Source: an optimization exercise on an open RTL-to-GDS flow (aim: small area). Production flows keep margins and buffers that such runs may drop.
Power is estimated from default activity; no workload was simulated. The flow treats the clock pin as an ideal source, which a real chip does not have.

==> flow/design.v (excerpt) <==
module apb_slave_mem #(
  parameter int ADDR_WIDTH  = 16,
  parameter int DATA_WIDTH  = 32,
  parameter int MEM_DEPTH   = 64,
  parameter int RO_BASE     = 48,
  parameter int WAIT_STATES = 2
) (
  input  logic                  pclk,
  input  logic                  preset_n,
  input  logic                  psel,
  input  logic                  penable,
  input  logic                  pwrite,
  input  logic [ADDR_WIDTH-1:0] paddr,
  input  logic [DATA_WIDTH-1:0] pwdata,
  output logic [DATA_WIDTH-1:0] prdata,
  output logic                  pready,
  output logic                  pslverr
);
export LEC_CHECK = 0
export CAP_MARGIN = 0
export CORE_MARGIN = 2
export CORE_UTILIZATION = 70
export PLACE_DENSITY = 0.85
export SLEW_MARGIN = 0
create_clock -name core_clock -period 5.0 [get_ports {pclk}]
standard.sh (not shown) runs the stock make flow with config.mk's settings and CLKGATE_MAP_FILE= SYNTH_SCRIPT=/design/flow/synth_recipe.tcl, a recipe that flattens the netlist after the stock synthesis.
==> flow/flow/run.sh <==
#!/bin/bash
# Own layout flow: the standard ORFS flow (standard.sh), with
#  - synthesis: synth_recipe.tcl unchanged except that the final abc mapping
#    uses an area-oriented script (flow/area.abc) instead of abc_speed.script;
#    registers, flattening and renaming are as in the standard synthesis;
#  - CTS without dummy loads;
#  - CTS, port buffer and repair settings from the variables below.
# Each tool's full output stays in orfs/logs/; make's output goes to make.log.
set -euo pipefail
W=$(pwd)
mkdir -p "$W/areasynth"
# synth.tcl with its abc call replaced by flow/abc_call.tcl
awk -v f="$W/flow/abc_call.tcl" '
  /^  log_cmd abc \{\*\}\$abc_args$/ { while ((getline l < f) > 0) print l; next }
  { print }' "$FLOW_HOME/scripts/synth.tcl" > "$W/areasynth/synth_core.tcl"
grep -q AREA_ABC_SCRIPT "$W/areasynth/synth_core.tcl"
sed "s|^source \$::env(SCRIPTS_DIR)/synth.tcl\$|source $W/areasynth/synth_core.tcl|" \
  "$W/synth_recipe.tcl" > "$W/areasynth/synth.tcl"
grep -q "areasynth/synth_core.tcl" "$W/areasynth/synth.tcl"
export AREA_ABC_SCRIPT="$W/flow/area.abc"

CTS="-sink_clustering_enable -repair_clock_nets -dont_use_dummy_load"
[[ -n "${MY_CTS_EXTRA:-}" ]] && CTS="$CTS $MY_CTS_EXTRA"
source "$W/flow/knobs.sh"

bash "$W/standard.sh" \
  SYNTH_SCRIPT="$W/areasynth/synth.tcl" \
  CTS_ARGS="$CTS $CTS_EXTRA" \
  "${EXTRA_VARS[@]}" \
  finish > "$W/make.log" 2>&1
==> flow/flow/abc_call.tcl <==
  # Area-oriented mapping: the same abc arguments without the speed script
  # and delay target, and this folder's area.abc script instead.
  set area_abc_args {}
  set skip 0
  foreach a $abc_args {
    if { $skip } { set skip 0; continue }
    if { $a eq "-script" || $a eq "-D" } { set skip 1; continue }
    lappend area_abc_args $a
  }
  log_cmd abc -script $::env(AREA_ABC_SCRIPT) {*}$area_abc_args
==> flow/flow/area.abc <==
strash; dc2; dch; amap; topo
==> flow/flow/knobs.sh <==
CTS_EXTRA="-sink_clustering_size 30 -sink_clustering_max_diameter 100"
EXTRA_VARS=(BUFFER_PORTS_ARGS="-buffer_cell sky130_fd_sc_hd__buf_1")
Next try:
--- a/flow/config.mk
+++ b/flow/config.mk
@@ -10,2 +10 @@
-export CORE_UTILIZATION = 70
-export PLACE_DENSITY = 0.85
+export CORE_UTILIZATION = 40
The new run went through all stages and came out clean.
Global-route usage is lower by 15 points.
Clock-buffer cell count rose by 1.
Sequential power hardly moves.
Power barely changes.
First-iteration DRC count falls by 30%.
Clock power went up by about 0.9%.
Critical path depth shrinks by 1.
Worst setup slack got worse by 240 ps.
Sequential share of layout area is lower by 1.1 points.
Function was not checked in any run of this note: the RTL went through the layout flow alone.

* * *

== the reference run ==
apb_slave_mem, a different RTL version from the one above (not shown whole).
For scale: about 87 I/O pins.
==> flow/config.mk <==
export PLATFORM = sky130hd
export DESIGN_NAME = apb_slave_mem
export DESIGN_NICKNAME = apb_slave_mem
export VERILOG_FILES = /design/flow/design.v
export SDC_FILE = /design/flow/constraint.sdc
export NUM_CORES = 4
export LEC_CHECK = 0
export CAP_MARGIN = 0
export CORE_MARGIN = 2
export CORE_UTILIZATION = 40
export SLEW_MARGIN = 0
==> flow/constraint.sdc <==
create_clock -name core_clock -period 5.0 [get_ports {pclk}]
set_input_delay 1.0000 -clock core_clock [delete_from_list [all_inputs] [get_ports {pclk}]]
set_output_delay 1.0000 -clock core_clock [all_outputs]
set_load 0.01 [all_outputs]
==> flow/flow/area.abc <==
strash; dch; amap; topo
==> flow/flow/knobs.sh <==
CTS_EXTRA="-sink_clustering_size 20 -sink_clustering_max_diameter 60 -buf_list sky130_fd_sc_hd__clkbuf_8"
EXTRA_VARS=(BUFFER_PORTS_ARGS="-buffer_cell sky130_fd_sc_hd__buf_1" REMOVE_ABC_BUFFERS=1)
Scripts as last shown in full above: flow/flow/run.sh, flow/flow/abc_call.tcl
Inputs modified between the reference run and the trial run:
==> flow/flow/knobs.sh <==
CTS_EXTRA="-sink_clustering_size 20 -sink_clustering_max_diameter 60 -buf_list sky130_fd_sc_hd__clkbuf_8"
EXTRA_VARS=(BUFFER_PORTS_ARGS="-buffer_cell sky130_fd_sc_hd__buf_1")
--- outcome ---
As far as worst-case reg-to-reg path depth goes, the reference run and the trial run are indistinguishable; the numbers are identical. [the trial run] number of global-route vias before repair fell 247 relative to the reference run. The total number of cells along the worst setup path in the trial run sits 2 above the value recorded for the reference run. Diff the trial run..the reference run | ratio of final minimum period to clock period | negligible. The lower shortest period the worst path allows came out of the reference run.
No run of this note included a check of the RTL's function; only the layout flow was run.

* * *

Setup of exp/fjord:
apb_slave_mem, a different RTL version from the one above (not shown whole).
Size in the first run: ~3200 cells after synthesis, roughly 1600 flip-flops, about 87 I/O pins, ~43000 µm² of cells after synthesis.
==> flow/config.mk <==
export PLATFORM = sky130hd
export DESIGN_NAME = apb_slave_mem
export DESIGN_NICKNAME = apb_slave_mem
export VERILOG_FILES = /design/flow/design.v
export SDC_FILE = /design/flow/constraint.sdc
export NUM_CORES = 4
export LEC_CHECK = 0
export CAP_MARGIN = 20
export CORE_MARGIN = 2
export CORE_UTILIZATION = 40
export SLEW_MARGIN = 20
==> flow/constraint.sdc <==
create_clock -name core_clock -period 5.0 [get_ports {pclk}]
set_input_delay 1.0000 -clock core_clock [delete_from_list [all_inputs] [get_ports {pclk}]]
set_output_delay 1.0000 -clock core_clock [all_outputs]
set_load 0.01 [all_outputs]
run.sh (not shown) runs the stock make flow with config.mk's settings and CLKGATE_MAP_FILE= SYNTH_SCRIPT=/design/flow/synth_recipe.tcl, a recipe that flattens the netlist after the stock synthesis.
Stock flow here: none of the scripts above is used.
exp/fjord did not stop at any stage, and its layout met the timing, design-rule and antenna checks.
Edits applied to the flow inputs when going from exp/fjord to exp/umber:
- ABC_AREA newly set to 1
- CTS_BUF_LIST newly set to sky130_fd_sc_hd__clkbuf_4
Notes after the runs:
exp/umber: full flow OK, the timing, design-rule and antenna checks passed. Looking at overall routing resource usage, exp/umber sits above exp/fjord. Going from exp/fjord to exp/umber, final cell count grew by more than a quarter. The netlist area before placement reported for exp/umber is greater than that of exp/fjord by 1.7%. exp/umber: standard-cell row count higher than exp/fjord. Going from exp/fjord to exp/umber, area of all placed cells without fillers rose by about 1%; post-synthesis to final-layout area growth shows a reduction of 0.74 points.
Function was not checked in any run of this note: the RTL went through the layout flow alone.

port drivers added, routing unchanged:
Ports are ideal in the flow. The routed layouts listed here were re-timed in OpenROAD. Step 1, drivers: a clkbuf_16 drives pclk and a buf_2 each remaining input, both assumed. Step 2 also shifts input and output timing later by t, the mid clock arrival at the registers, as if the neighbouring blocks saw the same clock. Slacks: no drivers / after step 1 / after step 2; pairs: no drivers / after step 1.
run | shift t [ns] | setup WS [ns] | worst setup path at the end
the first run of note 1 | 0.722 | 0.412 / 0.381 / 0.381 | input to output
the second run of note 1 | 0.707 | 0.174 / 0.149 / 0.149 | input to output
the reference run | 0.792 | 0.217 / 0.137 / 0.137 | input to output
the trial run | 0.774 | 0.211 / 0.189 / 0.189 | input to output
exp/fjord | 0.790 | 0.161 / 0.138 / 0.138 | input to output
exp/umber | 1.232 | 0.299 / 0.279 / 0.279 | input to output
After both steps every run listed still meets setup and hold. The setup slack of the reference run, which loses most, moves by -0.080 ns with the drivers and by -0.080 ns with both steps.
